What follows belongs to an exercise in optimizing a design on an open flow for small area and a short achievable clock period; a production flow would make more cautious choices.
At most, simulation tests tie the RTL to the original design; equivalence was not proved.
Function not checked in run 3: the RTL went through the layout flow alone.
No activity file was given, so power comes from the tool's default toggle rates.

File: flow/design.v
module jpeg_fb_writer #(
  parameter int unsigned       ADDR_W    = 32,
  parameter logic [ADDR_W-1:0] BASE_ADDR = 32'h0010_0000,
  parameter int unsigned       PIX_FMT   = 0
) (
  input  logic              clk,
  input  logic              reset,
  input  logic              in_valid_i,
  input  logic [15:0]       in_width_i,
  input  logic [15:0]       in_height_i,
  input  logic [15:0]       in_x_i,
  input  logic [15:0]       in_y_i,
  input  logic [7:0]        in_r_i,
  input  logic [7:0]        in_g_i,
  input  logic [7:0]        in_b_i,
  output logic              in_accept_o,
  output logic              wr_valid_o,
  output logic [ADDR_W-1:0] wr_addr_o,
  output logic [31:0]       wr_data_o,
  output logic [3:0]        wr_strb_o,
  input  logic              wr_ready_i,
  output logic              frame_done_o,
  output logic              busy_o,
  output logic [15:0]       crop_count_o,
  output logic              geom_err_o
);
  localparam int L = 14;   
  logic        active_q, start_pend_q, frame_done_q, geom_err_q;
  logic        s1_valid_q, s1_crop_q, wr_valid_q, strb_q;
  logic [15:0] s1_x_q;
  logic [7:0]  s1_one_q, s1_two_q, s1_neg_q;   
  logic        s1_y15_q;
  logic [7:0]  enc_one, enc_two, enc_neg;
  logic [16:0] y_ext;
  logic [23:0] s1_rgb_q;
  logic [L-1:0]  wr_lo_q;
  logic          wr_c_q;
  logic [29:L]   wr_a_q, wr_b_q;
  logic [23:0] wr_rgb_q;
  logic [15:0] wn_q, w_q, h_q, col_q, row_q, crop_cnt_q;
  logic        en, accept, hs, use_latched, in_bounds, start_ok, wr_load;
  logic        idle, count, col_last, last, frame_end;
  logic        active_d, start_pend_d, wr_valid_d, s1_valid_d;
  logic [15:0] w_used, h_used;
  logic [L:0]  lo_sum;
  logic [29:L] hi_sum;
  assign en          = !wr_valid_q | wr_ready_i;
  assign accept      = en & in_valid_i;
  assign hs          = wr_valid_q & wr_ready_i;
  assign idle        = !active_q & !frame_done_q;
  assign use_latched = active_q | start_pend_q;
  assign w_q         = ~wn_q;
  assign w_used      = use_latched ? w_q : in_width_i;
  assign h_used      = use_latched ? h_q : in_height_i;
  assign in_bounds   = (in_x_i < w_used) & (in_y_i < h_used);
  assign start_ok    = accept & in_bounds & !use_latched;
  assign y_ext = {in_y_i, 1'b0};
  always_comb begin
    for (int i = 0; i < 8; i++) begin
      enc_one[i] = y_ext[2*i+1] ^ y_ext[2*i];
      enc_two[i] = (y_ext[2*i+2] & !y_ext[2*i+1] & !y_ext[2*i]) | (!y_ext[2*i+2] & y_ext[2*i+1] & y_ext[2*i]);
      enc_neg[i] = y_ext[2*i+2] & !(y_ext[2*i+1] & y_ext[2*i]);
    end
  end
  wire [15:0] w    = w_q;
  wire [15:0] x    = s1_x_q;
  wire [7:0]  bone = s1_one_q;
  wire [7:0]  btwo = s1_two_q;
  wire [7:0]  bneg = s1_neg_q;
  wire        by15 = s1_y15_q;
  wire pp0_0 = ((bone[0] & w[0])) ^ bneg[0];
  wire pp0_1 = ((bone[0] & w[1]) | (btwo[0] & w[0])) ^ bneg[0];
  wire pp0_2 = ((bone[0] & w[2]) | (btwo[0] & w[1])) ^ bneg[0];
  wire pp0_3 = ((bone[0] & w[3]) | (btwo[0] & w[2])) ^ bneg[0];
  wire pp0_4 = ((bone[0] & w[4]) | (btwo[0] & w[3])) ^ bneg[0];
  wire pp0_5 = ((bone[0] & w[5]) | (btwo[0] & w[4])) ^ bneg[0];
  wire pp0_6 = ((bone[0] & w[6]) | (btwo[0] & w[5])) ^ bneg[0];
  wire pp0_7 = ((bone[0] & w[7]) | (btwo[0] & w[6])) ^ bneg[0];
  wire pp0_8 = ((bone[0] & w[8]) | (btwo[0] & w[7])) ^ bneg[0];
  wire pp0_9 = ((bone[0] & w[9]) | (btwo[0] & w[8])) ^ bneg[0];
  wire pp0_10 = ((bone[0] & w[10]) | (btwo[0] & w[9])) ^ bneg[0];
  wire pp0_11 = ((bone[0] & w[11]) | (btwo[0] & w[10])) ^ bneg[0];
  wire pp0_12 = ((bone[0] & w[12]) | (btwo[0] & w[11])) ^ bneg[0];
  wire pp0_13 = ((bone[0] & w[13]) | (btwo[0] & w[12])) ^ bneg[0];
  wire pp0_14 = ((bone[0] & w[14]) | (btwo[0] & w[13])) ^ bneg[0];
  wire pp0_15 = ((bone[0] & w[15]) | (btwo[0] & w[14])) ^ bneg[0];
  wire pp0_16 = ((btwo[0] & w[15])) ^ bneg[0];
  wire pp1_0 = ((bone[1] & w[0])) ^ bneg[1];
  wire pp1_1 = ((bone[1] & w[1]) | (btwo[1] & w[0])) ^ bneg[1];
  wire pp1_2 = ((bone[1] & w[2]) | (btwo[1] & w[1])) ^ bneg[1];
  wire pp1_3 = ((bone[1] & w[3]) | (btwo[1] & w[2])) ^ bneg[1];
  wire pp1_4 = ((bone[1] & w[4]) | (btwo[1] & w[3])) ^ bneg[1];
  wire pp1_5 = ((bone[1] & w[5]) | (btwo[1] & w[4])) ^ bneg[1];
  wire pp1_6 = ((bone[1] & w[6]) | (btwo[1] & w[5])) ^ bneg[1];
  wire pp1_7 = ((bone[1] & w[7]) | (btwo[1] & w[6])) ^ bneg[1];
  wire pp1_8 = ((bone[1] & w[8]) | (btwo[1] & w[7])) ^ bneg[1];
  wire pp1_9 = ((bone[1] & w[9]) | (btwo[1] & w[8])) ^ bneg[1];
  wire pp1_10 = ((bone[1] & w[10]) | (btwo[1] & w[9])) ^ bneg[1];
  wire pp1_11 = ((bone[1] & w[11]) | (btwo[1] & w[10])) ^ bneg[1];
  wire pp1_12 = ((bone[1] & w[12]) | (btwo[1] & w[11])) ^ bneg[1];
  wire pp1_13 = ((bone[1] & w[13]) | (btwo[1] & w[12])) ^ bneg[1];
  wire pp1_14 = ((bone[1] & w[14]) | (btwo[1] & w[13])) ^ bneg[1];
  wire pp1_15 = ((bone[1] & w[15]) | (btwo[1] & w[14])) ^ bneg[1];
  wire pp1_16 = ((btwo[1] & w[15])) ^ bneg[1];
  wire pp2_0 = ((bone[2] & w[0])) ^ bneg[2];
  wire pp2_1 = ((bone[2] & w[1]) | (btwo[2] & w[0])) ^ bneg[2];
  wire pp2_2 = ((bone[2] & w[2]) | (btwo[2] & w[1])) ^ bneg[2];
  wire pp2_3 = ((bone[2] & w[3]) | (btwo[2] & w[2])) ^ bneg[2];
  wire pp2_4 = ((bone[2] & w[4]) | (btwo[2] & w[3])) ^ bneg[2];
  wire pp2_5 = ((bone[2] & w[5]) | (btwo[2] & w[4])) ^ bneg[2];
  wire pp2_6 = ((bone[2] & w[6]) | (btwo[2] & w[5])) ^ bneg[2];
  wire pp2_7 = ((bone[2] & w[7]) | (btwo[2] & w[6])) ^ bneg[2];
  wire pp2_8 = ((bone[2] & w[8]) | (btwo[2] & w[7])) ^ bneg[2];
  wire pp2_9 = ((bone[2] & w[9]) | (btwo[2] & w[8])) ^ bneg[2];
  wire pp2_10 = ((bone[2] & w[10]) | (btwo[2] & w[9])) ^ bneg[2];
  wire pp2_11 = ((bone[2] & w[11]) | (btwo[2] & w[10])) ^ bneg[2];
  wire pp2_12 = ((bone[2] & w[12]) | (btwo[2] & w[11])) ^ bneg[2];
  wire pp2_13 = ((bone[2] & w[13]) | (btwo[2] & w[12])) ^ bneg[2];
  wire pp2_14 = ((bone[2] & w[14]) | (btwo[2] & w[13])) ^ bneg[2];
  wire pp2_15 = ((bone[2] & w[15]) | (btwo[2] & w[14])) ^ bneg[2];
  wire pp2_16 = ((btwo[2] & w[15])) ^ bneg[2];
  wire pp3_0 = ((bone[3] & w[0])) ^ bneg[3];
  wire pp3_1 = ((bone[3] & w[1]) | (btwo[3] & w[0])) ^ bneg[3];
  wire pp3_2 = ((bone[3] & w[2]) | (btwo[3] & w[1])) ^ bneg[3];
  wire pp3_3 = ((bone[3] & w[3]) | (btwo[3] & w[2])) ^ bneg[3];
  wire pp3_4 = ((bone[3] & w[4]) | (btwo[3] & w[3])) ^ bneg[3];
  wire pp3_5 = ((bone[3] & w[5]) | (btwo[3] & w[4])) ^ bneg[3];
  wire pp3_6 = ((bone[3] & w[6]) | (btwo[3] & w[5])) ^ bneg[3];
  wire pp3_7 = ((bone[3] & w[7]) | (btwo[3] & w[6])) ^ bneg[3];
  wire pp3_8 = ((bone[3] & w[8]) | (btwo[3] & w[7])) ^ bneg[3];
  wire pp3_9 = ((bone[3] & w[9]) | (btwo[3] & w[8])) ^ bneg[3];
  wire pp3_10 = ((bone[3] & w[10]) | (btwo[3] & w[9])) ^ bneg[3];
  wire pp3_11 = ((bone[3] & w[11]) | (btwo[3] & w[10])) ^ bneg[3];
  wire pp3_12 = ((bone[3] & w[12]) | (btwo[3] & w[11])) ^ bneg[3];
  wire pp3_13 = ((bone[3] & w[13]) | (btwo[3] & w[12])) ^ bneg[3];
  wire pp3_14 = ((bone[3] & w[14]) | (btwo[3] & w[13])) ^ bneg[3];
  wire pp3_15 = ((bone[3] & w[15]) | (btwo[3] & w[14])) ^ bneg[3];
  wire pp3_16 = ((btwo[3] & w[15])) ^ bneg[3];
  wire pp4_0 = ((bone[4] & w[0])) ^ bneg[4];
  wire pp4_1 = ((bone[4] & w[1]) | (btwo[4] & w[0])) ^ bneg[4];
  wire pp4_2 = ((bone[4] & w[2]) | (btwo[4] & w[1])) ^ bneg[4];
  wire pp4_3 = ((bone[4] & w[3]) | (btwo[4] & w[2])) ^ bneg[4];
  wire pp4_4 = ((bone[4] & w[4]) | (btwo[4] & w[3])) ^ bneg[4];
  wire pp4_5 = ((bone[4] & w[5]) | (btwo[4] & w[4])) ^ bneg[4];
  wire pp4_6 = ((bone[4] & w[6]) | (btwo[4] & w[5])) ^ bneg[4];
  wire pp4_7 = ((bone[4] & w[7]) | (btwo[4] & w[6])) ^ bneg[4];
  wire pp4_8 = ((bone[4] & w[8]) | (btwo[4] & w[7])) ^ bneg[4];
  wire pp4_9 = ((bone[4] & w[9]) | (btwo[4] & w[8])) ^ bneg[4];
  wire pp4_10 = ((bone[4] & w[10]) | (btwo[4] & w[9])) ^ bneg[4];
  wire pp4_11 = ((bone[4] & w[11]) | (btwo[4] & w[10])) ^ bneg[4];
  wire pp4_12 = ((bone[4] & w[12]) | (btwo[4] & w[11])) ^ bneg[4];
  wire pp4_13 = ((bone[4] & w[13]) | (btwo[4] & w[12])) ^ bneg[4];
  wire pp4_14 = ((bone[4] & w[14]) | (btwo[4] & w[13])) ^ bneg[4];
  wire pp4_15 = ((bone[4] & w[15]) | (btwo[4] & w[14])) ^ bneg[4];
  wire pp4_16 = ((btwo[4] & w[15])) ^ bneg[4];
  wire pp5_0 = ((bone[5] & w[0])) ^ bneg[5];
  wire pp5_1 = ((bone[5] & w[1]) | (btwo[5] & w[0])) ^ bneg[5];
  wire pp5_2 = ((bone[5] & w[2]) | (btwo[5] & w[1])) ^ bneg[5];
  wire pp5_3 = ((bone[5] & w[3]) | (btwo[5] & w[2])) ^ bneg[5];
  wire pp5_4 = ((bone[5] & w[4]) | (btwo[5] & w[3])) ^ bneg[5];
  wire pp5_5 = ((bone[5] & w[5]) | (btwo[5] & w[4])) ^ bneg[5];
  wire pp5_6 = ((bone[5] & w[6]) | (btwo[5] & w[5])) ^ bneg[5];
  wire pp5_7 = ((bone[5] & w[7]) | (btwo[5] & w[6])) ^ bneg[5];
  wire pp5_8 = ((bone[5] & w[8]) | (btwo[5] & w[7])) ^ bneg[5];
  wire pp5_9 = ((bone[5] & w[9]) | (btwo[5] & w[8])) ^ bneg[5];
  wire pp5_10 = ((bone[5] & w[10]) | (btwo[5] & w[9])) ^ bneg[5];
  wire pp5_11 = ((bone[5] & w[11]) | (btwo[5] & w[10])) ^ bneg[5];
  wire pp5_12 = ((bone[5] & w[12]) | (btwo[5] & w[11])) ^ bneg[5];
  wire pp5_13 = ((bone[5] & w[13]) | (btwo[5] & w[12])) ^ bneg[5];
  wire pp5_14 = ((bone[5] & w[14]) | (btwo[5] & w[13])) ^ bneg[5];
  wire pp5_15 = ((bone[5] & w[15]) | (btwo[5] & w[14])) ^ bneg[5];
  wire pp5_16 = ((btwo[5] & w[15])) ^ bneg[5];
  wire pp6_0 = ((bone[6] & w[0])) ^ bneg[6];
  wire pp6_1 = ((bone[6] & w[1]) | (btwo[6] & w[0])) ^ bneg[6];
  wire pp6_2 = ((bone[6] & w[2]) | (btwo[6] & w[1])) ^ bneg[6];
  wire pp6_3 = ((bone[6] & w[3]) | (btwo[6] & w[2])) ^ bneg[6];
  wire pp6_4 = ((bone[6] & w[4]) | (btwo[6] & w[3])) ^ bneg[6];
  wire pp6_5 = ((bone[6] & w[5]) | (btwo[6] & w[4])) ^ bneg[6];
  wire pp6_6 = ((bone[6] & w[6]) | (btwo[6] & w[5])) ^ bneg[6];
  wire pp6_7 = ((bone[6] & w[7]) | (btwo[6] & w[6])) ^ bneg[6];
  wire pp6_8 = ((bone[6] & w[8]) | (btwo[6] & w[7])) ^ bneg[6];
  wire pp6_9 = ((bone[6] & w[9]) | (btwo[6] & w[8])) ^ bneg[6];
  wire pp6_10 = ((bone[6] & w[10]) | (btwo[6] & w[9])) ^ bneg[6];
  wire pp6_11 = ((bone[6] & w[11]) | (btwo[6] & w[10])) ^ bneg[6];
  wire pp6_12 = ((bone[6] & w[12]) | (btwo[6] & w[11])) ^ bneg[6];
  wire pp6_13 = ((bone[6] & w[13]) | (btwo[6] & w[12])) ^ bneg[6];
  wire pp6_14 = ((bone[6] & w[14]) | (btwo[6] & w[13])) ^ bneg[6];
  wire pp6_15 = ((bone[6] & w[15]) | (btwo[6] & w[14])) ^ bneg[6];
  wire pp6_16 = ((btwo[6] & w[15])) ^ bneg[6];
  wire pp7_0 = ((bone[7] & w[0])) ^ bneg[7];
  wire pp7_1 = ((bone[7] & w[1]) | (btwo[7] & w[0])) ^ bneg[7];
  wire pp7_2 = ((bone[7] & w[2]) | (btwo[7] & w[1])) ^ bneg[7];
  wire pp7_3 = ((bone[7] & w[3]) | (btwo[7] & w[2])) ^ bneg[7];
  wire pp7_4 = ((bone[7] & w[4]) | (btwo[7] & w[3])) ^ bneg[7];
  wire pp7_5 = ((bone[7] & w[5]) | (btwo[7] & w[4])) ^ bneg[7];
  wire pp7_6 = ((bone[7] & w[6]) | (btwo[7] & w[5])) ^ bneg[7];
  wire pp7_7 = ((bone[7] & w[7]) | (btwo[7] & w[6])) ^ bneg[7];
  wire pp7_8 = ((bone[7] & w[8]) | (btwo[7] & w[7])) ^ bneg[7];
  wire pp7_9 = ((bone[7] & w[9]) | (btwo[7] & w[8])) ^ bneg[7];
  wire pp7_10 = ((bone[7] & w[10]) | (btwo[7] & w[9])) ^ bneg[7];
  wire pp7_11 = ((bone[7] & w[11]) | (btwo[7] & w[10])) ^ bneg[7];
  wire pp7_12 = ((bone[7] & w[12]) | (btwo[7] & w[11])) ^ bneg[7];
  wire pp7_13 = ((bone[7] & w[13]) | (btwo[7] & w[12])) ^ bneg[7];
  wire pp7_14 = ((bone[7] & w[14]) | (btwo[7] & w[13])) ^ bneg[7];
  wire pp7_15 = ((bone[7] & w[15]) | (btwo[7] & w[14])) ^ bneg[7];
  wire ms0, mc0;
  jfw_ha u_ms0 (.a(x[14]), .b(bneg[7]), .s(ms0), .co(mc0));
  wire ms1, mc1;
  jfw_ha u_ms1 (.a(x[15]), .b(pp0_15), .s(ms1), .co(mc1));
  wire ms2, mc2;
  jfw_ha u_ms2 (.a((by15 & w[0])), .b(pp0_16), .s(ms2), .co(mc2));
  wire ms3, mc3;
  jfw_fa u_ms3 (.a(1'b1), .b(~bneg[0]), .c((by15 & w[1])), .s(ms3), .co(mc3));
  wire ms4, mc4;
  jfw_ha u_ms4 (.a(x[8]), .b(bneg[4]), .s(ms4), .co(mc4));
  wire ms5, mc5;
  jfw_ha u_ms5 (.a(x[9]), .b(pp0_9), .s(ms5), .co(mc5));
  wire ms6, mc6;
  jfw_fa u_ms6 (.a(x[10]), .b(bneg[5]), .c(pp0_10), .s(ms6), .co(mc6));
  wire ms7, mc7;
  jfw_ha u_ms7 (.a(pp1_8), .b(pp2_6), .s(ms7), .co(mc7));
  wire ms8, mc8;
  jfw_fa u_ms8 (.a(x[11]), .b(pp0_11), .c(pp1_9), .s(ms8), .co(mc8));
  wire ms9, mc9;
  jfw_ha u_ms9 (.a(pp2_7), .b(pp3_5), .s(ms9), .co(mc9));
  wire ms10, mc10;
  jfw_fa u_ms10 (.a(x[12]), .b(bneg[6]), .c(pp0_12), .s(ms10), .co(mc10));
  wire ms11, mc11;
  jfw_fa u_ms11 (.a(pp1_10), .b(pp2_8), .c(pp3_6), .s(ms11), .co(mc11));
  wire ms12, mc12;
  jfw_ha u_ms12 (.a(pp4_4), .b(pp5_2), .s(ms12), .co(mc12));
  wire ms13, mc13;
  jfw_fa u_ms13 (.a(x[13]), .b(pp0_13), .c(pp1_11), .s(ms13), .co(mc13));
  wire ms14, mc14;
  jfw_fa u_ms14 (.a(pp2_9), .b(pp3_7), .c(pp4_5), .s(ms14), .co(mc14));
  wire ms15, mc15;
  jfw_ha u_ms15 (.a(pp5_3), .b(pp6_1), .s(ms15), .co(mc15));
  wire ms16, mc16;
  jfw_fa u_ms16 (.a(ms0), .b(pp0_14), .c(pp1_12), .s(ms16), .co(mc16));
  wire ms17, mc17;
  jfw_fa u_ms17 (.a(pp2_10), .b(pp3_8), .c(pp4_6), .s(ms17), .co(mc17));
  wire ms18, mc18;
  jfw_fa u_ms18 (.a(pp5_4), .b(pp6_2), .c(pp7_0), .s(ms18), .co(mc18));
  wire ms19, mc19;
  jfw_fa u_ms19 (.a(mc0), .b(pp1_13), .c(pp2_11), .s(ms19), .co(mc19));
  wire ms20, mc20;
  jfw_fa u_ms20 (.a(pp3_9), .b(pp4_7), .c(pp5_5), .s(ms20), .co(mc20));
  wire ms21, mc21;
  jfw_fa u_ms21 (.a(pp6_3), .b(pp7_1), .c(ms1), .s(ms21), .co(mc21));
  wire ms22, mc22;
  jfw_fa u_ms22 (.a(pp1_14), .b(pp2_12), .c(pp3_10), .s(ms22), .co(mc22));
  wire ms23, mc23;
  jfw_fa u_ms23 (.a(pp4_8), .b(pp5_6), .c(pp6_4), .s(ms23), .co(mc23));
  wire ms24, mc24;
  jfw_fa u_ms24 (.a(pp7_2), .b(mc1), .c(ms2), .s(ms24), .co(mc24));
  wire ms25, mc25;
  jfw_fa u_ms25 (.a(pp1_15), .b(pp2_13), .c(pp3_11), .s(ms25), .co(mc25));
  wire ms26, mc26;
  jfw_fa u_ms26 (.a(pp4_9), .b(pp5_7), .c(pp6_5), .s(ms26), .co(mc26));
  wire ms27, mc27;
  jfw_fa u_ms27 (.a(pp7_3), .b(mc2), .c(ms3), .s(ms27), .co(mc27));
  wire ms28, mc28;
  jfw_fa u_ms28 (.a((by15 & w[2])), .b(pp1_16), .c(pp2_14), .s(ms28), .co(mc28));
  wire ms29, mc29;
  jfw_fa u_ms29 (.a(pp3_12), .b(pp4_10), .c(pp5_8), .s(ms29), .co(mc29));
  wire ms30, mc30;
  jfw_fa u_ms30 (.a(pp6_6), .b(pp7_4), .c(mc3), .s(ms30), .co(mc30));
  wire ms31, mc31;
  jfw_fa u_ms31 (.a(1'b1), .b(~bneg[1]), .c((by15 & w[3])), .s(ms31), .co(mc31));
  wire ms32, mc32;
  jfw_fa u_ms32 (.a(pp2_15), .b(pp3_13), .c(pp4_11), .s(ms32), .co(mc32));
  wire ms33, mc33;
  jfw_fa u_ms33 (.a(pp5_9), .b(pp6_7), .c(pp7_5), .s(ms33), .co(mc33));
  wire ms34, mc34;
  jfw_fa u_ms34 (.a(1'b1), .b((by15 & w[4])), .c(pp2_16), .s(ms34), .co(mc34));
  wire ms35, mc35;
  jfw_fa u_ms35 (.a(pp3_14), .b(pp4_12), .c(pp5_10), .s(ms35), .co(mc35));
  wire ms36, mc36;
  jfw_ha u_ms36 (.a(pp6_8), .b(pp7_6), .s(ms36), .co(mc36));
  wire ms37, mc37;
  jfw_fa u_ms37 (.a(~bneg[2]), .b((by15 & w[5])), .c(pp3_15), .s(ms37), .co(mc37));
  wire ms38, mc38;
  jfw_fa u_ms38 (.a(pp4_13), .b(pp5_11), .c(pp6_9), .s(ms38), .co(mc38));
  wire ms39, mc39;
  jfw_fa u_ms39 (.a(1'b1), .b((by15 & w[6])), .c(pp3_16), .s(ms39), .co(mc39));
  wire ms40, mc40;
  jfw_ha u_ms40 (.a(pp4_14), .b(pp5_12), .s(ms40), .co(mc40));
  wire ms41, mc41;
  jfw_fa u_ms41 (.a(~bneg[3]), .b((by15 & w[7])), .c(pp4_15), .s(ms41), .co(mc41));
  wire ms42, mc42;
  jfw_ha u_ms42 (.a(1'b1), .b((by15 & w[8])), .s(ms42), .co(mc42));
  wire ms43, mc43;
  jfw_ha u_ms43 (.a(x[4]), .b(bneg[2]), .s(ms43), .co(mc43));
  wire ms44, mc44;
  jfw_ha u_ms44 (.a(x[5]), .b(pp0_5), .s(ms44), .co(mc44));
  wire ms45, mc45;
  jfw_fa u_ms45 (.a(x[6]), .b(bneg[3]), .c(pp0_6), .s(ms45), .co(mc45));
  wire ms46, mc46;
  jfw_ha u_ms46 (.a(pp1_4), .b(pp2_2), .s(ms46), .co(mc46));
  wire ms47, mc47;
  jfw_fa u_ms47 (.a(x[7]), .b(pp0_7), .c(pp1_5), .s(ms47), .co(mc47));
  wire ms48, mc48;
  jfw_ha u_ms48 (.a(pp2_3), .b(pp3_1), .s(ms48), .co(mc48));
  wire ms49, mc49;
  jfw_fa u_ms49 (.a(ms4), .b(pp0_8), .c(pp1_6), .s(ms49), .co(mc49));
  wire ms50, mc50;
  jfw_fa u_ms50 (.a(pp2_4), .b(pp3_2), .c(pp4_0), .s(ms50), .co(mc50));
  wire ms51, mc51;
  jfw_fa u_ms51 (.a(mc4), .b(pp1_7), .c(pp2_5), .s(ms51), .co(mc51));
  wire ms52, mc52;
  jfw_fa u_ms52 (.a(pp3_3), .b(pp4_1), .c(ms5), .s(ms52), .co(mc52));
  wire ms53, mc53;
  jfw_fa u_ms53 (.a(pp3_4), .b(pp4_2), .c(pp5_0), .s(ms53), .co(mc53));
  wire ms54, mc54;
  jfw_fa u_ms54 (.a(mc5), .b(ms7), .c(ms6), .s(ms54), .co(mc54));
  wire ms55, mc55;
  jfw_fa u_ms55 (.a(pp4_3), .b(pp5_1), .c(mc7), .s(ms55), .co(mc55));
  wire ms56, mc56;
  jfw_fa u_ms56 (.a(ms9), .b(mc6), .c(ms8), .s(ms56), .co(mc56));
  wire ms57, mc57;
  jfw_fa u_ms57 (.a(pp6_0), .b(mc9), .c(ms12), .s(ms57), .co(mc57));
  wire ms58, mc58;
  jfw_fa u_ms58 (.a(mc8), .b(ms10), .c(ms11), .s(ms58), .co(mc58));
  wire ms59, mc59;
  jfw_fa u_ms59 (.a(mc12), .b(ms15), .c(mc10), .s(ms59), .co(mc59));
  wire ms60, mc60;
  jfw_fa u_ms60 (.a(mc11), .b(ms13), .c(ms14), .s(ms60), .co(mc60));
  wire ms61, mc61;
  jfw_fa u_ms61 (.a(mc15), .b(mc13), .c(mc14), .s(ms61), .co(mc61));
  wire ms62, mc62;
  jfw_fa u_ms62 (.a(ms16), .b(ms17), .c(ms18), .s(ms62), .co(mc62));
  wire ms63, mc63;
  jfw_fa u_ms63 (.a(mc16), .b(mc17), .c(mc18), .s(ms63), .co(mc63));
  wire ms64, mc64;
  jfw_fa u_ms64 (.a(ms19), .b(ms20), .c(ms21), .s(ms64), .co(mc64));
  wire ms65, mc65;
  jfw_fa u_ms65 (.a(mc19), .b(mc20), .c(ms22), .s(ms65), .co(mc65));
  wire ms66, mc66;
  jfw_fa u_ms66 (.a(ms23), .b(mc21), .c(ms24), .s(ms66), .co(mc66));
  wire ms67, mc67;
  jfw_fa u_ms67 (.a(mc22), .b(mc23), .c(ms25), .s(ms67), .co(mc67));
  wire ms68, mc68;
  jfw_fa u_ms68 (.a(ms26), .b(mc24), .c(ms27), .s(ms68), .co(mc68));
  wire ms69, mc69;
  jfw_fa u_ms69 (.a(mc25), .b(mc26), .c(ms28), .s(ms69), .co(mc69));
  wire ms70, mc70;
  jfw_fa u_ms70 (.a(ms29), .b(mc27), .c(ms30), .s(ms70), .co(mc70));
  wire ms71, mc71;
  jfw_fa u_ms71 (.a(ms31), .b(mc28), .c(mc29), .s(ms71), .co(mc71));
  wire ms72, mc72;
  jfw_fa u_ms72 (.a(ms32), .b(ms33), .c(mc30), .s(ms72), .co(mc72));
  wire ms73, mc73;
  jfw_fa u_ms73 (.a(mc31), .b(ms36), .c(mc32), .s(ms73), .co(mc73));
  wire ms74, mc74;
  jfw_fa u_ms74 (.a(mc33), .b(ms34), .c(ms35), .s(ms74), .co(mc74));
  wire ms75, mc75;
  jfw_fa u_ms75 (.a(pp7_7), .b(mc36), .c(mc34), .s(ms75), .co(mc75));
  wire ms76, mc76;
  jfw_fa u_ms76 (.a(mc35), .b(ms37), .c(ms38), .s(ms76), .co(mc76));
  wire ms77, mc77;
  jfw_fa u_ms77 (.a(pp6_10), .b(pp7_8), .c(ms40), .s(ms77), .co(mc77));
  wire ms78, mc78;
  jfw_fa u_ms78 (.a(mc37), .b(mc38), .c(ms39), .s(ms78), .co(mc78));
  wire ms79, mc79;
  jfw_fa u_ms79 (.a(pp5_13), .b(pp6_11), .c(pp7_9), .s(ms79), .co(mc79));
  wire ms80, mc80;
  jfw_fa u_ms80 (.a(mc40), .b(mc39), .c(ms41), .s(ms80), .co(mc80));
  wire ms81, mc81;
  jfw_fa u_ms81 (.a(pp4_16), .b(pp5_14), .c(pp6_12), .s(ms81), .co(mc81));
  wire ms82, mc82;
  jfw_fa u_ms82 (.a(pp7_10), .b(ms42), .c(mc41), .s(ms82), .co(mc82));
  wire ms83, mc83;
  jfw_fa u_ms83 (.a(~bneg[4]), .b((by15 & w[9])), .c(mc42), .s(ms83), .co(mc83));
  wire ms84, mc84;
  jfw_fa u_ms84 (.a(pp5_15), .b(pp6_13), .c(pp7_11), .s(ms84), .co(mc84));
  wire ms85, mc85;
  jfw_fa u_ms85 (.a(1'b1), .b((by15 & w[10])), .c(pp5_16), .s(ms85), .co(mc85));
  wire ms86, mc86;
  jfw_ha u_ms86 (.a(pp6_14), .b(pp7_12), .s(ms86), .co(mc86));
  wire ms87, mc87;
  jfw_fa u_ms87 (.a(~bneg[5]), .b((by15 & w[11])), .c(pp6_15), .s(ms87), .co(mc87));
  wire ms88, mc88;
  jfw_ha u_ms88 (.a(1'b1), .b((by15 & w[12])), .s(ms88), .co(mc88));
  wire ms89, mc89;
  jfw_ha u_ms89 (.a(x[2]), .b(bneg[1]), .s(ms89), .co(mc89));
  wire ms90, mc90;
  jfw_ha u_ms90 (.a(x[3]), .b(pp0_3), .s(ms90), .co(mc90));
  wire ms91, mc91;
  jfw_fa u_ms91 (.a(ms43), .b(pp0_4), .c(pp1_2), .s(ms91), .co(mc91));
  wire ms92, mc92;
  jfw_fa u_ms92 (.a(mc43), .b(pp1_3), .c(pp2_1), .s(ms92), .co(mc92));
  wire ms93, mc93;
  jfw_fa u_ms93 (.a(pp3_0), .b(mc44), .c(ms46), .s(ms93), .co(mc93));
  wire ms94, mc94;
  jfw_fa u_ms94 (.a(mc46), .b(ms48), .c(mc45), .s(ms94), .co(mc94));
  wire ms95, mc95;
  jfw_fa u_ms95 (.a(mc48), .b(mc47), .c(ms49), .s(ms95), .co(mc95));
  wire ms96, mc96;
  jfw_fa u_ms96 (.a(mc49), .b(mc50), .c(ms51), .s(ms96), .co(mc96));
  wire ms97, mc97;
  jfw_fa u_ms97 (.a(mc51), .b(ms53), .c(mc52), .s(ms97), .co(mc97));
  wire ms98, mc98;
  jfw_fa u_ms98 (.a(mc53), .b(ms55), .c(mc54), .s(ms98), .co(mc98));
  wire ms99, mc99;
  jfw_fa u_ms99 (.a(mc55), .b(ms57), .c(mc56), .s(ms99), .co(mc99));
  wire ms100, mc100;
  jfw_fa u_ms100 (.a(mc57), .b(mc58), .c(ms59), .s(ms100), .co(mc100));
  wire ms101, mc101;
  jfw_fa u_ms101 (.a(mc59), .b(mc60), .c(ms61), .s(ms101), .co(mc101));
  wire ms102, mc102;
  jfw_fa u_ms102 (.a(mc61), .b(mc62), .c(ms63), .s(ms102), .co(mc102));
  wire ms103, mc103;
  jfw_fa u_ms103 (.a(mc63), .b(ms65), .c(mc64), .s(ms103), .co(mc103));
  wire ms104, mc104;
  jfw_fa u_ms104 (.a(mc65), .b(ms67), .c(mc66), .s(ms104), .co(mc104));
  wire ms105, mc105;
  jfw_fa u_ms105 (.a(mc67), .b(ms69), .c(mc68), .s(ms105), .co(mc105));
  wire ms106, mc106;
  jfw_fa u_ms106 (.a(mc69), .b(ms71), .c(mc70), .s(ms106), .co(mc106));
  wire ms107, mc107;
  jfw_fa u_ms107 (.a(mc71), .b(ms73), .c(mc72), .s(ms107), .co(mc107));
  wire ms108, mc108;
  jfw_fa u_ms108 (.a(mc73), .b(mc74), .c(ms75), .s(ms108), .co(mc108));
  wire ms109, mc109;
  jfw_fa u_ms109 (.a(mc75), .b(ms77), .c(mc76), .s(ms109), .co(mc109));
  wire ms110, mc110;
  jfw_fa u_ms110 (.a(ms79), .b(mc77), .c(mc78), .s(ms110), .co(mc110));
  wire ms111, mc111;
  jfw_fa u_ms111 (.a(mc79), .b(ms81), .c(mc80), .s(ms111), .co(mc111));
  wire ms112, mc112;
  jfw_fa u_ms112 (.a(mc81), .b(ms83), .c(ms84), .s(ms112), .co(mc112));
  wire ms113, mc113;
  jfw_fa u_ms113 (.a(ms86), .b(mc83), .c(mc84), .s(ms113), .co(mc113));
  wire ms114, mc114;
  jfw_fa u_ms114 (.a(pp7_13), .b(mc86), .c(mc85), .s(ms114), .co(mc114));
  wire ms115, mc115;
  jfw_fa u_ms115 (.a(pp6_16), .b(pp7_14), .c(ms88), .s(ms115), .co(mc115));
  wire ms116, mc116;
  jfw_fa u_ms116 (.a(~bneg[6]), .b((by15 & w[13])), .c(mc88), .s(ms116), .co(mc116));
  wire ms117, mc117;
  jfw_ha u_ms117 (.a(x[0]), .b(bneg[0]), .s(ms117), .co(mc117));
  wire ms118, mc118;
  jfw_ha u_ms118 (.a(x[1]), .b(pp0_1), .s(ms118), .co(mc118));
  wire ms119, mc119;
  jfw_fa u_ms119 (.a(ms89), .b(pp0_2), .c(pp1_0), .s(ms119), .co(mc119));
  wire ms120, mc120;
  jfw_fa u_ms120 (.a(mc89), .b(pp1_1), .c(ms90), .s(ms120), .co(mc120));
  wire ms121, mc121;
  jfw_fa u_ms121 (.a(pp2_0), .b(mc90), .c(ms91), .s(ms121), .co(mc121));
  wire ms122, mc122;
  jfw_fa u_ms122 (.a(ms44), .b(mc91), .c(ms92), .s(ms122), .co(mc122));
  wire ms123, mc123;
  jfw_fa u_ms123 (.a(mc92), .b(ms45), .c(ms93), .s(ms123), .co(mc123));
  wire ms124, mc124;
  jfw_fa u_ms124 (.a(ms47), .b(mc93), .c(ms94), .s(ms124), .co(mc124));
  wire ms125, mc125;
  jfw_fa u_ms125 (.a(ms50), .b(mc94), .c(ms95), .s(ms125), .co(mc125));
  wire ms126, mc126;
  jfw_fa u_ms126 (.a(ms52), .b(mc95), .c(ms96), .s(ms126), .co(mc126));
  wire ms127, mc127;
  jfw_fa u_ms127 (.a(mc96), .b(ms54), .c(ms97), .s(ms127), .co(mc127));
  wire ms128, mc128;
  jfw_fa u_ms128 (.a(ms56), .b(mc97), .c(ms98), .s(ms128), .co(mc128));
  wire ms129, mc129;
  jfw_fa u_ms129 (.a(ms58), .b(mc98), .c(ms99), .s(ms129), .co(mc129));
  wire ms130, mc130;
  jfw_fa u_ms130 (.a(ms60), .b(mc99), .c(ms100), .s(ms130), .co(mc130));
  wire ms131, mc131;
  jfw_fa u_ms131 (.a(ms62), .b(mc100), .c(ms101), .s(ms131), .co(mc131));
  wire ms132, mc132;
  jfw_fa u_ms132 (.a(mc101), .b(ms64), .c(ms102), .s(ms132), .co(mc132));
  wire ms133, mc133;
  jfw_fa u_ms133 (.a(mc102), .b(ms66), .c(ms103), .s(ms133), .co(mc133));
  wire ms134, mc134;
  jfw_fa u_ms134 (.a(ms68), .b(mc103), .c(ms104), .s(ms134), .co(mc134));
  wire ms135, mc135;
  jfw_fa u_ms135 (.a(ms70), .b(mc104), .c(ms105), .s(ms135), .co(mc135));
  wire ms136, mc136;
  jfw_fa u_ms136 (.a(ms72), .b(mc105), .c(ms106), .s(ms136), .co(mc136));
  wire ms137, mc137;
  jfw_fa u_ms137 (.a(ms74), .b(mc106), .c(ms107), .s(ms137), .co(mc137));
  wire ms138, mc138;
  jfw_fa u_ms138 (.a(ms76), .b(mc107), .c(ms108), .s(ms138), .co(mc138));
  wire ms139, mc139;
  jfw_fa u_ms139 (.a(ms78), .b(mc108), .c(ms109), .s(ms139), .co(mc139));
  wire ms140, mc140;
  jfw_fa u_ms140 (.a(ms80), .b(mc109), .c(ms110), .s(ms140), .co(mc140));
  wire ms141, mc141;
  jfw_fa u_ms141 (.a(ms82), .b(mc110), .c(ms111), .s(ms141), .co(mc141));
  wire ms142, mc142;
  jfw_fa u_ms142 (.a(mc82), .b(ms112), .c(mc111), .s(ms142), .co(mc142));
  wire ms143, mc143;
  jfw_fa u_ms143 (.a(ms85), .b(mc112), .c(ms113), .s(ms143), .co(mc143));
  wire ms144, mc144;
  jfw_fa u_ms144 (.a(ms87), .b(mc113), .c(ms114), .s(ms144), .co(mc144));
  wire ms145, mc145;
  jfw_fa u_ms145 (.a(mc87), .b(ms115), .c(mc114), .s(ms145), .co(mc145));
  wire ms146, mc146;
  jfw_fa u_ms146 (.a(pp7_15), .b(mc115), .c(ms116), .s(ms146), .co(mc146));
  wire [29:0] mra = {ms146, mc144, mc143, ms143, mc141, mc140, mc139, mc138, mc137, mc136, mc135, mc134, mc133, mc132, mc131, mc130, mc129, mc128, mc127, mc126, mc125, mc124, mc123, mc122, mc121, mc120, mc119, mc118, mc117, ms117};
  wire [29:0] mrb = {mc145, ms145, ms144, mc142, ms142, ms141, ms140, ms139, ms138, ms137, ms136, ms135, ms134, ms133, ms132, ms131, ms130, ms129, ms128, ms127, ms126, ms125, ms124, ms123, ms122, ms121, ms120, ms119, ms118, pp0_0};
  assign lo_sum      = {1'b0, mra[L-1:0]} + {1'b0, mrb[L-1:0]};
  assign wr_load     = en & s1_valid_q & !s1_crop_q;
  assign s1_valid_d  = en ? in_valid_i : s1_valid_q;
  assign wr_valid_d  = en ? (s1_valid_q & !s1_crop_q) : wr_valid_q;
  assign count       = active_q & hs;
  assign col_last    = col_q == 16'd1;
  assign last        = col_last & (row_q == 16'd1);
  assign frame_end   = count & last;
  assign active_d     = (idle & (start_pend_q | start_ok)) | (active_q & !frame_end);
  assign start_pend_d = frame_done_q & start_ok;
  always_ff @(posedge clk) begin
    if (en) begin
      s1_x_q    <= in_x_i;
      s1_one_q  <= enc_one;
      s1_two_q  <= enc_two;
      s1_neg_q  <= enc_neg;
      s1_y15_q  <= in_y_i[15];
      s1_rgb_q  <= {in_r_i, in_g_i, in_b_i};
      s1_crop_q <= !in_bounds;
    end
    if (wr_load) wr_rgb_q <= s1_rgb_q;
    if (start_ok) begin
      wn_q  <= ~in_width_i;
      h_q   <= in_height_i;
      col_q <= w_used;
      row_q <= in_height_i;
    end else if (count) begin
      col_q <= col_last ? w_used : col_q - 16'd1;
      if (col_last) row_q <= row_q - 16'd1;
    end
  end
  always_ff @(posedge clk) begin
    if (!reset) begin
      active_q     <= 1'b0;
      start_pend_q <= 1'b0;
      frame_done_q <= 1'b0;
      geom_err_q   <= 1'b0;
      s1_valid_q   <= 1'b0;
      wr_valid_q   <= 1'b0;
      strb_q       <= 1'b0;
      wr_lo_q      <= '0;
      wr_c_q       <= 1'b0;
      wr_a_q       <= '0;
      wr_b_q       <= '0;
      crop_cnt_q   <= '0;
    end else begin
      active_q     <= active_d;
      start_pend_q <= start_pend_d;
      frame_done_q <= frame_end;
      if (active_q & accept & ((in_width_i != w_q) | (in_height_i != h_q)))
        geom_err_q <= 1'b1;
      s1_valid_q   <= s1_valid_d;
      wr_valid_q   <= wr_valid_d;
      if (wr_load) begin
        strb_q  <= 1'b1;
        wr_lo_q <= lo_sum[L-1:0];
        wr_c_q  <= lo_sum[L];
        wr_a_q  <= mra[29:L];
        wr_b_q  <= mrb[29:L];
      end
      if (start_ok)
        crop_cnt_q <= 16'd0;
      else if (en & s1_valid_q & s1_crop_q & (crop_cnt_q != 16'hFFFF))
        crop_cnt_q <= crop_cnt_q + 16'd1;
    end
  end
  jfw_cpa_hi u_hi (.a(wr_a_q), .b(wr_b_q), .ci(wr_c_q), .s(hi_sum));
  jfw_accept u_acc (.wr_valid(wr_valid_q), .wr_ready(wr_ready_i), .accept(in_accept_o));
  assign wr_valid_o   = wr_valid_q;
  assign wr_addr_o    = {hi_sum, wr_lo_q, 2'b00};
  assign wr_data_o    = strb_q ? {8'h00, wr_rgb_q} : 32'd0;
  assign wr_strb_o    = {4{strb_q}};
  assign frame_done_o = frame_done_q;
  assign busy_o       = active_q | frame_done_q | s1_valid_q | wr_valid_q | start_pend_q;
  assign crop_count_o = crop_cnt_q;
  assign geom_err_o   = geom_err_q;
endmodule
module jfw_cpa_hi (input logic [29:14] a, b, input logic ci, output logic [29:14] s);
  logic [30-14:0] t;
  assign t = {a, 1'b1} + {b, ci};
  assign s = t[30-14:1];
endmodule
module jfw_accept (input logic wr_valid, wr_ready, output logic accept);
  assign accept = !wr_valid | wr_ready;
endmodule
module jfw_fa (input logic a, b, c, output logic s, co);
  assign s  = a ^ b ^ c;
  assign co = (a & b) | (c & (a ^ b));
endmodule
module jfw_ha (input logic a, b, output logic s, co);
  assign s  = a ^ b;
  assign co = a & b;
endmodule
File: flow/flow/run.sh
#!/bin/bash
# Own layout flow: the standard flow, with plain buf_1 cells as the port buffers
# (instead of the delay-cell buffer the resizer picks by default). Every port still gets
# its own buffer. The full make output goes to std_flow.log in the work folder.
set -euo pipefail
export BUFFER_PORTS_ARGS="-buffer_cell sky130_fd_sc_hd__buf_1"
bash standard.sh finish > std_flow.log 2>&1
File: flow/standard.sh
#!/bin/bash
# synth_recipe.tcl (not shown) runs the flow's synth.tcl, then flattens the netlist and writes it again
# the make line also repeats each setting of config.mk as NAME=value (left out here)
make -C /OpenROAD-flow-scripts/flow DESIGN_CONFIG=/design/flow/config.mk WORK_HOME=/design/flow/orfs CLKGATE_MAP_FILE= SYNTH_SCRIPT=/design/flow/synth_recipe.tcl "${@:-finish}"
File: flow/config.mk
export PLATFORM = sky130hd
export DESIGN_NAME = jpeg_fb_writer
export DESIGN_NICKNAME = jpeg_fb_writer
export VERILOG_FILES = /design/flow/design.v
export SDC_FILE = /design/flow/constraint.sdc
export NUM_CORES = 4
export LEC_CHECK = 0
export CAP_MARGIN = 5
export CORE_MARGIN = 2
export CORE_UTILIZATION = 40
export CTS_BUF_LIST = sky130_fd_sc_hd__clkbuf_4 sky130_fd_sc_hd__clkbuf_8
export CTS_CLUSTER_DIAMETER = 80
export CTS_CLUSTER_SIZE = 16
export SETUP_SLACK_MARGIN = 4.6
export SLEW_MARGIN = 5
export SYNTH_HIERARCHICAL = 1
File: flow/constraint.sdc
create_clock -name core_clock -period 9.0 [get_ports {clk}]
set_input_delay 1.8000 -clock core_clock [delete_from_list [all_inputs] [get_ports {clk}]]
set_output_delay 1.8000 -clock core_clock [all_outputs]
set_load 0.01 [all_outputs]
==> results of run 1 <==
worst max path at each step:
| stage | cells past startpoint | from | slack (ns) | endpoint |
|---|---|---|---|---|
| 2_1_floorplan | 10 | in_width_i[14] | 4.68 | row_q[0] |
| 3_3_place_gp | 11 | in_width_i[14] | 3.55 | row_q[12] |
| 3_5_place_dp | 11 | in_height_i[13] | 3.43 | row_q[5] |
| 4_1_cts | 11 | wn_q[9] | 4.61 | wr_c_q |
| 5_1_grt | 13 | s1_one_q[1] | 4.55 | wr_c_q |
| 6_report | 7 | wr_a_q[14] | 4.73 | wr_addr_o[31] |
modules after synthesis (local to each module, per instance):
| module | flops+latches | area (um2) | cells inside |
|---|---|---|---|
| jpeg_fb_writer | 224 | 13100 | 1316 |
| jfw_cpa_hi | 0 | 788 | 105 |
| jfw_fa | 0 | 20.0 | 1 |
| jfw_ha | 0 | 12.5 | 1 |
| jfw_accept | 0 | 6.26 | 1 |
cell usage in the layout (no fill, tap or decap), types with 5 or more instances in the layout:
master	instances
nor2_2	10
clkinvlp_4	8
nand2b_1	14
clkbuf_8	21
a21oi_1	77
xnor2_1	179
buf_4	52
a21o_1	14
conb_1	17
dfxtp_1	68
nand3b_1	7
nor4_1	16
buf_1	168
nand2_1	127
edfxtp_1	154
clkbuf_4	7
mux2_1	5
buf_12	9
inv_1	38
mux2i_1	34
nor3_1	14
and3_1	5
fa_1	126
inv_2	8
o21ai_1	11
o22ai_1	121
nor2b_1	26
nand3_1	38
o21ai_0	38
ha_1	88
xor2_1	50
nor2_1	57
and2_1	25
nand4_1	23
layer usage:
metal  up-vias  global-route usage (%)
met5         -                       0
met4         4                    5.98
met3        79                    4.62
met2       505                    32.8
met1      6025                    28.8
li1       5843                       -
power by group:
part	total (mW)	switching, mW	internal [mW]
logic	3.28	1.83	1.45
clock network	0.629	0.359	0.270
registers	1.39	0.118	1.27
final cells by class:
cell class / instances / share of cell area [%]
multi-input cells: 1202 / 54.3
clock inverters: 6 / 0.367
flip-flops and latches: 224 / 32.1
diodes: 1 / 0.0133
well taps: 532 / 3.55
inverters: 55 / 1.29
repair buffers: 233 / 6.59
clock buffers: 27 / 1.75
registers in the layout, indices dropped and copies added (netlist names), 14 cells and up:
signal and count:
s1_x_q 16, col_q 16, wr_b_q 16, wr_a_q 16
wn_q 16, h_q 16, row_q 16, s1_rgb_q 24
wr_rgb_q 24, wr_lo_q 14, crop_cnt_q 16
metrics by stage:
stage                     std cells  cell area (um2)  utilization [%]  worst slack [ns]
final                          2280            18800             45.7              4.73
after global routing           2279            18700             45.7              4.55
after CTS                      2241            18300             44.5              4.61
after detailed placement       2185            17600             43.0              3.43
after global placement         2185            17600             43.0              3.55
after floorplan                1584            16800                -              4.68
kinds of logic after synthesis:
kind of cell               Yosys count  synth area share, %
other                                2               0.0450
buffers and inverters              161                 4.13
AOI/OAI and AO/OA                  313                 11.7
DFF                                224                 36.1
muxes                               40                 2.44
and+or+nand+nor                    380                 11.4
xor gates and xnor gates           229                 12.0
adders and majority gates          220                 22.2
timing repair:
| action | in CTS | in global routing |
|---|---|---|
| cloned | 3 | 0 |
| resized for setup | 13 | 24 |
| endpoints found under the setup margin | 112 | 90 |
| pin swaps | 3 | 8 |
| hold endpoints to repair | 0 | 0 |
| buffers inserted | 20 | 38 |
==> results.txt, run 1 <==
- VDD sags by at most 0.000209 V.
- For this run, the leading register cell type out of synthesis is edfxtp_1.
- The clock transition at the registers of the reported paths is 0.10 ns.
- In this run the tightest slew margin relative to its limit is 33.6%.
- In this run the worst hold path is classified as register to register.
- The multi-input gate area in the final layout is 10200 um2.
- The minimum period implied by the final worst setup slack is 4.27 ns.
- Hold is met by 0.412 ns.
- The highest routed metal layer is met5.
- The worst setup skew after layout is 0.0432 ns.
- At the end of routability-driven placement, the weighted congestion stood at approximately 0.9.
- The design draws 5.30 mW.
- The delay of the slowest cell on the worst path is 0.43 ns.
- The number of buffers added on ports is 170.
- The share of the clock period used by the worst path is 47.5%.
- The synthesized design contains between 150 and 200 enable-type register cells.
- Setup repair after global routing could not meet its margin everywhere.
- The cell count of the worst reg-to-reg path is 10.
- The origin of the worst min-delay path is s1_rgb_q[18].
- The number of violations of the max-capacitance limit is 0.
- The power density over cell area is roughly 280 nW/um2.
- The commonest cells after synthesis are xnor2_1 (179), edfxtp_1 (154), fa_1 (127), nand2_1 (127), o22ai_1 (122).
- The worst reg-to-reg setup slack is 4.79 ns.
- Of the cells placed in the final design, the portion with a size suffix greater than 1 is under 10%.
- Counting instances, the worst hold path has a depth of 0.
- CTS placed an instance of clkbuf_8 at the clock tree root.
- In the final routed layout, each cell accounts on average for about 20 um.
- The via count is roughly 12000.
- The synthesized netlist contains 73 unique library cells.
- The number of violations reported at the end of detailed-routing iteration 0 is about 910.
- The insertion delay to the later sink of the worst-skew pair is 0.57 ns.
- Of all nets on the critical path, the largest fanout is 5.
- The initial core utilization is about two fifths.
- For this run, design rule violations remaining after detail routing come to 0.
- The worst flop-to-flop path startpoint is wn_q[12].
- The final layout contains 2047 nets.
- In this run the horizontal extent of the chip is 208 um.
- After routing, the total negative slack on setup checks comes to 0 ns.
- Across the whole layout, storage elements account for between 6000 and 7000 um2.
- The capture instance of the worst register-to-register path is wr_lo_q[13].
- The worst setup path is captured at a primary output.
- The via count normalized by instance count is around 5.5.
- The core outline area is 41000 um2.
- The synthesized cell area is 16700 um2.
- Summed over all layers, the routed wires come to 45.8 mm.
- Counting both buffers and inverters, the worst setup path holds a total of 1.
- The TritonCTS clock tree is built.
- The synthesized design spends more area on one cell type than any other, namely edfxtp_1.
- The signal on the critical path passes through fa_2, a211oi_2, o21ai_2, o221ai_4, o21ai_1, xnor2_1, buf_2.
- Static timing analysis puts the maximum clock frequency at 0.234 GHz.
- The number of I/O pins is 181.
- The family with the most delay on the worst path is compound AO/OA/AOI/OAI gates.
- Global routing finished with a remaining overflow of 0.
- The number of levels the H-tree was split into is 1.
- The via count of the first global-routing pass is 12503.
- The kind of critical path is register to primary output.
- Setup violations remaining at the end of the flow were counted as 0.
- Counting along the longest clock path gives a buffer depth of 3.
- Ranked by total cell area, the synthesized netlist is headed by edfxtp_1 (28%), fa_1 (15%), xnor2_1 (9.4%), dfxtp_1 (8.4%), ha_1 (7.0%).
- In the post-synthesis netlist, the cell with the most instances is xnor2_1.
- The part of the Yosys area used for sequential elements is 36.1%.
- The average instance area after synthesis is 10.6 um2.
- The post-detailed-placement half-perimeter wirelength is 32.8 mm.
- For hold timing, the worst endpoint is wr_rgb_q[18].
- The category of the worst setup path launch point is a register.
- Counting the fill cells in the layout gives 3874.
- The routed metal-1 wirelength is 19.9 mm.
- The overall die height is between 200 and 250 um.
- The gate count after technology mapping is 1569.
- The floorplan row count is 74.
- The number of max-slew violations in the final report is 0.
- The slowest stage of the critical path belongs to the cell fa_2.
- Buffers inserted during clock tree synthesis total 19.
- The die area is 43400 um2.
- The number of antenna violations at the first check in global routing is 3.
- The synthesized design contains 224 register bits.
- The worst-margin pin slew is 0.995 ns.
- Entering global routing, the biggest net connects a little under 80 pins.
- The total count of hold-check failures in the final report is 0.
- For the worst setup path, the data arrival time is between 2 and 2.5 ns.
- Before antenna repair, the detailed router went through 6 iterations.
- The flow ran to the end and the layout has no timing, DRC or antenna violations.
- The number of warning messages in the yosys log is 7.
- Clock tree synthesis found a total of approximately 220 sinks.
- The routed length on met2 is 20.7 mm.
- For this run, asynchronously set or reset flops after synthesis account for 0%.
- In this run, post-CTS hold repair placed 0 buffers.
- The routed design uses a little under 4 mm of met3 wire.
- The layout overhead on the synthesized area is 12.4%.
- The top cell type's share of synthesized area is 27.7%.
- At the worst endpoint, the required time is between 7 and 8 ns.
- For this design the static power due to leakage is 6.80 nW.
- The detail route stage leaves a number of antenna-violating nets equal to 0.
- The all-layer global routing usage is 20.8%.
- The global-route wire length before repair is 71.3 mm.
==> run 2: changes to the inputs <==
--- a/flow/config.mk
+++ b/flow/config.mk
@@ -6,5 +6,5 @@
 export NUM_CORES = 4
 export LEC_CHECK = 0
-export CAP_MARGIN = 5
+export CAP_MARGIN = 20
 export CORE_MARGIN = 2
 export CORE_UTILIZATION = 40
@@ -13,4 +13,4 @@
 export CTS_CLUSTER_SIZE = 16
 export SETUP_SLACK_MARGIN = 4.6
-export SLEW_MARGIN = 5
+export SLEW_MARGIN = 20
 export SYNTH_HIERARCHICAL = 1
==> run 2 against run 1 <==
Effect of this change:
- still clean on timing, DRC and antenna
- core utilization did not move
- clock power barely moved
- final cell count unchanged
- synthesized cell count stayed put
- die area unchanged
- area after synthesis is the same
- critical endpoint unchanged
==> results.txt, run 2 <==
- The worst-case IR drop observed on VDD is roughly 0.00021 V.
- The top flip-flop cell by instance count after synthesis is edfxtp_1.
- The number of antenna violations at the first check in global routing is 3.
- Of the available clock period, the critical path in the final layout requires 47.5%.
- The clock tree buffer depth is 3.
- Derived from the worst setup path, the maximum achievable clock frequency is 0.234 GHz.
- Dividing the detail-routed wire length by the instance count gives roughly 20 um.
- The congestion estimate from routability-driven global placement came to a little under 0.9.
- The all-layer global routing usage is 20.8%.
- The largest registers in the layout are s1_rgb_q (24), wr_rgb_q (24).
- The power density over cell area is 282 nW/um2.
- In this run the remaining antenna-violating nets after routing total 0.
- The run finished with no timing, DRC or antenna violations.
- The number of I/O pins is 181.
- After synthesis, flip-flops and latches occupy ~36% of the total area.
- The number of placed cells counting well taps is 2185.
- The area growth from synthesis to layout is 12.4%.
- The setup-violating endpoint count in the final report is 0.
- The commonest non-fill, non-tap cell in the layout is xnor2_1.
- The insertion delay to the later sink of the worst-skew pair is 0.57 ns.
- The count of different cell masters after synthesis is 73.
- The number of enable flip-flop cells after synthesis is 154.
- The number of buffers added on ports is 170.
- Synthesis handed over a netlist of 1569 instances.
- For the worst setup path, the data required time is 7.20 ns.
- The number of violations reported at the end of detailed-routing iteration 0 is 913.
- The total number of nets in the final design is 2047.
- The total detailed-routing wirelength is 45.8 mm.
- The start point of the critical path is wr_a_q[14].
- The routed design could run at a clock period as short as 4.27 ns.
- The static leakage is just under 7 nW.
- In the layout the commonest cells are xnor2_1 (179), buf_1 (168), edfxtp_1 (154).
- The core outline area is 41000 um2.
- From left edge to right edge, the die measures 208 um.
- The total count of hold-check failures in the final report is 0.
- The TritonCTS clock tree is built.
- Across all layers, the routed design uses 12456 vias.
- The floorplan row count is 74.
- For this run, the number of standard cells in the final layout without fillers is ~2300.
- The total of fill cells in the finished design is 3874.
- The average instance area after synthesis is 10.6 um2.
- The remaining max-slew budget at the tightest pin is 33.6%.
- Setup repair after global routing could not meet its margin everywhere.
- Adding up every negative setup slack in the final design gives 0 ns.
- The clock net in this run drives a total of 224 sinks.
- The library cell occupying the most area in the post-synthesis netlist is edfxtp_1.
- The number of warning messages in the yosys log is 7.
- The cell count of the worst reg-to-reg path is 10.
- The worst setup skew after layout is 0.0432 ns.
- Ranked by total cell area, the synthesized netlist is headed by edfxtp_1 (28%), fa_1 (15%), xnor2_1 (9.4%), dfxtp_1 (8.4%), ha_1 (7.0%).
- Sorting the synthesized cells by how often they occur yields xnor2_1 (179), edfxtp_1 (154), fa_1 (127), nand2_1 (127), o22ai_1 (122).
- By startpoint and endpoint, the worst setup path is classified as register to primary output.
- For this run, design rule violations remaining after detail routing come to 0.
- After clock tree synthesis, the clock-pin slew on the worst setup and hold paths is ~0.10 ns.
- The root buffer cell chosen for the clock tree is clkbuf_8.
- The worst hold-check path type is register to register.
- After synthesis, the largest area contributor takes up approximately 28% of total cell area.
- The tool flagged a number of max-cap violations equal to 0.
- From bottom edge to top edge, the die measures 208 um.
- The via count of the first global-routing pass is 12503.
- Data on the critical path arrives at its endpoint at 2.47 ns.
- The floorplan step defined a die boundary enclosing 43400 um2.
- STA classifies the critical path endpoint as a primary output.
- The worst reg-to-reg setup slack is between 4 and 5 ns.
- Before antenna repair, the detailed router went through 6 iterations.
- The register bit total from synthesis is around 220.
- The pin count of the biggest net entering global routing is a little under 80.
- The worst-margin pin slew is 0.995 ns.
- Counting flops with an async set or reset pin after synthesis yields a share of 0%.
- The most common cell in the synthesized netlist is xnor2_1.
- The number of max-slew violations in the final report came to 0.
- The residual overflow from global routing is 0.
- In this run the critical register-to-register path is captured at wr_lo_q[13].
- The number of levels the H-tree was split into is 1.
- The category of the worst setup path launch point is a register.
- The number of buffers created by CTS is 19.
- Using the TritonRoute via totals, the vias-per-cell ratio works out to 5.46.
- The global-route wire length before repair is 71.3 mm.
- Once detailed placement completed, the half-perimeter wirelength came to 32.8 mm.
- The share of layout cells above drive strength 1 is 9.22%.
- The critical path ends at wr_addr_o[31].
- The initial utilization of the core area, before any placement, comes to 40.7%.
- Of all nets on the critical path, the largest fanout is 5.
- The synthesized cell area is 16700 um2.
- The worst flop-to-flop path startpoint is wn_q[12].
==> run 2: cell counts in the layout (fill, tap and decap cells not counted) <==
Identical to the previous run, type by type.
==> run 2: layer usage <==
metal,track usage [%],wire length [um]
met1,28.8,19900
met2,32.8,20700
met3,4.62,3950
met4,5.98,1200
met5,0,26
==> run 2: worst min path at each step <==
stage                      start      endpoint  slack [ns]  depth (start not counted)
CTS                 s1_rgb_q[18]  wr_rgb_q[18]        0.41                          0
finish              s1_rgb_q[18]  wr_rgb_q[18]        0.41                          0
floorplan            s1_rgb_q[0]   wr_rgb_q[0]        0.40                          0
global route        s1_rgb_q[18]  wr_rgb_q[18]        0.42                          0
detailed placement   s1_rgb_q[0]   wr_rgb_q[0]        0.40                          0
global placement    s1_rgb_q[17]  wr_rgb_q[17]        0.40                          0
==> run 2: logic make-up after synthesis <==
logic type,count (synthesis),share of synthesized area (%)
fa+ha+maj,220,22.2
flops,224,36.1
buf+inv,161,4.13
mux,40,2.44
xor+xnor,229,12.0
compound gates,313,11.7
other cells,2,0.0450
simple gates,380,11.4
==> run 2: cell type report <==
cell class	count	area [um2]	share of cell area, %
Antenna cell	1	2.50	0.0133
Clock buffer	27	328	1.75
Clock inverter	6	68.8	0.367
Inverter	55	241	1.29
Multi-Input combinational cell	1202	10200	54.3
Sequential cell	224	6030	32.1
Tap cell	532	666	3.55
Timing Repair Buffer	233	1240	6.59
==> run 2: what timing repair did <==
item | CTS | global route
gates resized for setup | 13 | 24
hold buffers | 0 | 0
buffers inserted | 20 | 38
gates cloned | 3 | 0
pin swaps | 3 | 8
endpoints found under the setup margin | 112 | 90
==> run 2: where the power goes <==
part | switching (mW) | total [mW] | internal [mW]
sequential | 0.118 | 1.39 | 1.27
combinational | 1.83 | 3.28 | 1.45
clock | 0.359 | 0.629 | 0.270
total | 2.31 | 5.30 | 2.99
==> run 2: metrics by stage <==
stage	hold slack, ns	instance area, um2	power, mW	worst slack [ns]	util (%)
floorplan	0.400	16800	3.74	4.68	-
global placement	0.401	17600	4.51	3.55	43.0
detailed placement	0.405	17600	4.56	3.43	43.0
CTS	0.409	18300	5.24	4.61	44.5
global route	0.417	18700	5.79	4.55	45.7
finish	0.412	18800	5.30	4.73	45.7
==> run 2: critical path: stages (launching register included) <==
cell      delay [ns]
dfxtp_2         0.36
fa_2            0.43
a211oi_2        0.26
o21ai_2         0.12
o221ai_4        0.23
o21ai_1         0.13
xnor2_1         0.20
buf_2           0.16
==> run 2: Yosys stat by module (local to each module, per instance) <==
module / cells inside / flops+latches / area (um2) / times used
jfw_accept: 1 / 0 / 6.26 / 1
jpeg_fb_writer: 1316 / 224 / 13100 / 1
jfw_cpa_hi: 105 / 0 / 788 / 1
jfw_fa: 1 / 0 / 20.0 / 125
jfw_ha: 1 / 0 / 12.5 / 22
==> run 3: changes to the inputs <==
--- a/flow/design.v
+++ b/flow/design.v
@@ -520,5 +520,4 @@
       s1_crop_q <= !in_bounds;
     end
-    if (wr_load) wr_rgb_q <= s1_rgb_q;
     if (start_ok) begin
       wn_q  <= ~in_width_i;
@@ -544,4 +543,5 @@
       wr_a_q       <= '0;
       wr_b_q       <= '0;
+      wr_rgb_q     <= '0;
       crop_cnt_q   <= '0;
     end else begin
@@ -555,4 +555,5 @@
       if (wr_load) begin
         strb_q  <= 1'b1;
+        wr_rgb_q <= s1_rgb_q;
         wr_lo_q <= lo_sum[L-1:0];
         wr_c_q  <= lo_sum[L];
@@ -570,5 +571,5 @@
   assign wr_valid_o   = wr_valid_q;
   assign wr_addr_o    = {hi_sum, wr_lo_q, 2'b00};
-  assign wr_data_o    = strb_q ? {8'h00, wr_rgb_q} : 32'd0;
+  assign wr_data_o    = {8'h00, wr_rgb_q};
   assign wr_strb_o    = {4{strb_q}};
   assign frame_done_o = frame_done_q;
==> run 3 against run 2 <==
Effect of this change:
- die area about the same
- final cell count increased by 3.6%
- non-clock buffer count increased by 41
- global-route usage decreased by 0.15 points
- area after synthesis about the same
- worst hold slack improved by 0.043 ns
- worst setup slack got worse by 0.027 ns
==> results.txt, run 3 <==
- The largest registers in the layout are s1_rgb_q (24), wr_rgb_q (24).
- The via count normalized by instance count is 5.47.
- The library cell used most frequently in the layout, excluding fill and tap cells, is nand2_1.
- In this run the horizontal extent of the chip is 208 um.
- The setup total negative slack is 0 ns.
- Clock-pin slew was measured on the worst setup and hold paths at roughly 0.1 ns.
- The top flip-flop cell by instance count after synthesis is edfxtp_1.
- The routed layout has between 10000 and 15000 vias.
- For the worst-skew pair, the clock arrives at the later sink with an insertion delay of 0.59 ns.
- The worst path in the final design needs a cycle of 4.30 ns, including I/O delays and setup.
- The fraction of synthesized area in multiplexers is 3.12%.
- The number of enable flip-flop cells after synthesis is 130.
- The worst-margin pin slew is 1.01 ns.
- For this design, the CTS-stage hold fixing added 0 buffers.
- The Yosys step of the flow raised 7 warnings.
- The flow ran to the end and the layout has no timing, DRC or antenna violations.
- Row generation in the floorplan step produced 74 rows.
- Entering global routing, the biggest net connects 88 pins.
- 0 antenna diodes ended up in the layout.
- The utilization after layout is a little under half.
- After detailed routing, the number of remaining DRC violations is 0.
- The core outline area is 41000 um2.
- The global-route wire length before repair is between 70 and 80 mm.
- The worst hold-check path type is register to register.
- The fraction of registers with async set/reset is 0%.
- By area the synthesized netlist is led by edfxtp_1 (23%), fa_1 (15%), dfxtp_1 (11%), xnor2_1 (9.0%), ha_1 (7.0%).
- The maximum resistive drop on vdd is between 0.0002 and 0.00025 V.
- The initial core utilization is between 40% and 50%.
- Data on the critical path arrives at its endpoint at 2.50 ns.
- The post-route worst setup slack is 4.70 ns.
- Across the routed clock network, the largest skew measured is around 0.031 ns.
- The part of the Yosys area used for sequential elements is between 30% and 40%.
- The via count of the first global-routing pass is ~13000.
- Leaving out fill and tap cells, the most frequent cells in the layout are nand2_1 (171), xnor2_1 (169), buf_1 (165).
- The remaining max-slew budget at the tightest pin is approximately a third.
- The first detailed-routing pass ran for 5 iterations.
- Setup repair after global routing could not meet its margin everywhere.
- In the final routed layout, each cell accounts on average for 19.2 um.
- The number of max-slew violations in the final report came to 0.
- CTS built an H-tree with a depth of 1.
- Summing the areas of all compound-gate instances in the mapped netlist gives 12.4% of the synthesized area.
- After filler insertion, the fill cell instance count of the layout stands at about 3900.
- The setup-violating endpoint count in the final report is 0.
- edfxtp_1 takes more of the synthesized area than any other cell.
- The synthesized-area fraction occupied by adder cells is 22.2%.
- The last weighted congestion value of the routability-driven placer is 0.891.
- For this design the ratio of total power to cell area is about 270 nW/um2.
- The number of violations of the max-capacitance limit is 0.
- The gate count after technology mapping is 1618.
- The non-filler instance count after layout is 2361.
- The overall power after layout is 5.23 mW.
- The all-layer global routing usage is 20.7%.
- By count the netlist is led by nand2_1 (173), xnor2_1 (171), edfxtp_1 (130).
- The xor and xnor area share after synthesis is between 10% and 20%.
- The total detailed-routing wirelength is 45.3 mm.
- The number of antenna violations at the first check in global routing came to 0.
- The floorplan step defined a die boundary enclosing between 40000 and 50000 um2.
- The share of the clock period used by the worst path is 47.8%.
- For this run the aggregate overflow at the end of global routing stands at 0.
- The number of placed cells counting well taps is 2230.
- Relative to the synthesized area, the layout overhead comes to 14.9%.
- The achievable clock frequency is 0.233 GHz.
- Before CTS, the worst setup slack after placement is 3.63 ns.
- 181 I/O pins were placed.
- Synthesis inferred 224 register bits.
- No sink is reached through more buffers than the 3 on the longest clock path.
- The post-detailed-placement half-perimeter wirelength is 32.1 mm.
- In the final design database the tool counted 2128 nets.
- Once detail routing completed, the nets flagged for antenna violations numbered 0.
- In this run the biggest area consumer among cell types represents 23.4% of the synthesized area.
- The master cell of the clock root buffer is clkbuf_8.
- The share of layout cells above drive strength 1 is 12.2%.
- STA classifies the critical path endpoint as a primary output.
- The die is between 200 and 250 um tall.
- In the post-synthesis netlist, the cell with the most instances is nand2_1.
- The total count of hold-check failures in the final report is 0.
- A synthesized cell averages 10.3 um2.
- Port buffering added 170 buffers.
- Counting the buffers created by CTS gives 19.
- In this run the static leakage power is 7.03 nW.
- The kind of critical path is register to primary output.
- The category of the worst setup path launch point is a register.
- The number of violations reported at the end of detailed-routing iteration 0 is between 800 and 900.
- Of all nets on the critical path, the largest fanout is 3.
- The TritonCTS clock tree is built.
- The largest family of logic cells by synthesized area is adder cells.
- The synthesized cell area is 16700 um2.
- The total number of clock tree sinks is roughly 220.
- Synthesis instantiated a little under 70 different standard cells from the library.
- After Yosys synthesis, and, or, nand and nor cells account for 11.6% of the synthesized area.
- The data required time at the worst endpoint is 7.20 ns.
[run 3: changes by cell type after synthesis, sizes merged, moves of 5 or more]
cell,delta
nand3,-11
mux2,+8
and2,-24
xnor2,-8
clkbuf,+5
edfxtp,-24
or3,+7
nor2,-14
a21oi,+12
nor3,+20
dfxtp,+24
nand2,+46
nor4,-7
[run 3: where the power goes]
group | internal [mW] | switching [mW] | total, mW
Combinational | 1.43 | 1.77 | 3.20
Clock | 0.305 | 0.372 | 0.677
Sequential | 1.24 | 0.110 | 1.35
[run 3: path summary, 6_finish.rpt]
path | from | endpoint | slack, ns | cells after the start
worst max register to register | s1_one_q[1] | wr_c_q | 4.82 | 13
worst min-delay path | wr_lo_q[2] | wr_lo_q[2] | 0.46 | 2
worst min register to register | wr_lo_q[2] | wr_lo_q[2] | 0.46 | 2
worst max-delay path | wr_a_q[16] | wr_addr_o[27] | 4.70 | 9
[run 3: area by class of cell]
class                           count  area [um2]  area share [%]
Sequential cell                   224        5800            30.3
Multi-Input combinational cell   1244       10400            54.4
Timing Repair Buffer              274        1570            8.19
Clock buffer                       28         335            1.75
Inverter                           53         262            1.36
Clock inverter                      6        97.6           0.509
Tap cell                          532         666            3.47
[run 3: timing repair]
action,in CTS,in global routing
setup endpoints to repair,77,57
setup buffers,39,58
resized for setup,17,56
pin swaps,6,16
[run 3: critical path, stage by stage, from the launching register on]
cell and delay [ns]:
dfxtp_2 0.35, ha_4 0.29, buf_4 0.11, o211ai_1 0.11, o21ai_2 0.24, o221ai_4 0.15
buf_4 0.18, o21bai_1 0.14, xor2_1 0.18, buf_2 0.16
[run 3: logic make-up (layout without fill, tap and decap cells)]
| family | count (synthesis) | count (layout) |
|---|---|---|
| other | 2 | 17 |
| AOI/OAI and AO/OA | 330 | 330 |
| xor gates and xnor gates | 224 | 224 |
| DFF | 224 | 224 |
| buffers and inverters | 165 | 361 |
| adders and majority gates | 220 | 220 |
| and+or+nand+nor | 405 | 405 |
| muxes | 48 | 48 |
[run 3: per-stage QoR]
stage               instance area [um2]  hold slack (ns)
CTS                               18500            0.458
detailed placement                17600            0.443
global placement                  17600            0.441
global route                      19200            0.479
floorplan                         16700            0.440
finish                            19200            0.456
[run 3: modules after synthesis (local to each module, per instance)]
module | flops+latches | cells
jpeg_fb_writer | 224 | 1365
jfw_cpa_hi | 0 | 105
jfw_fa | 0 | 1
jfw_accept | 0 | 1
jfw_ha | 0 | 1
[run 3: layer usage]
layer,vias up,routed length (um),global-route usage (%)
met4,0,1330,6.13
met5,-,0,0
met1,6305,20000,28.1
li1,6075,-,-
met2,452,20900,33.7
met3,85,3130,3.85
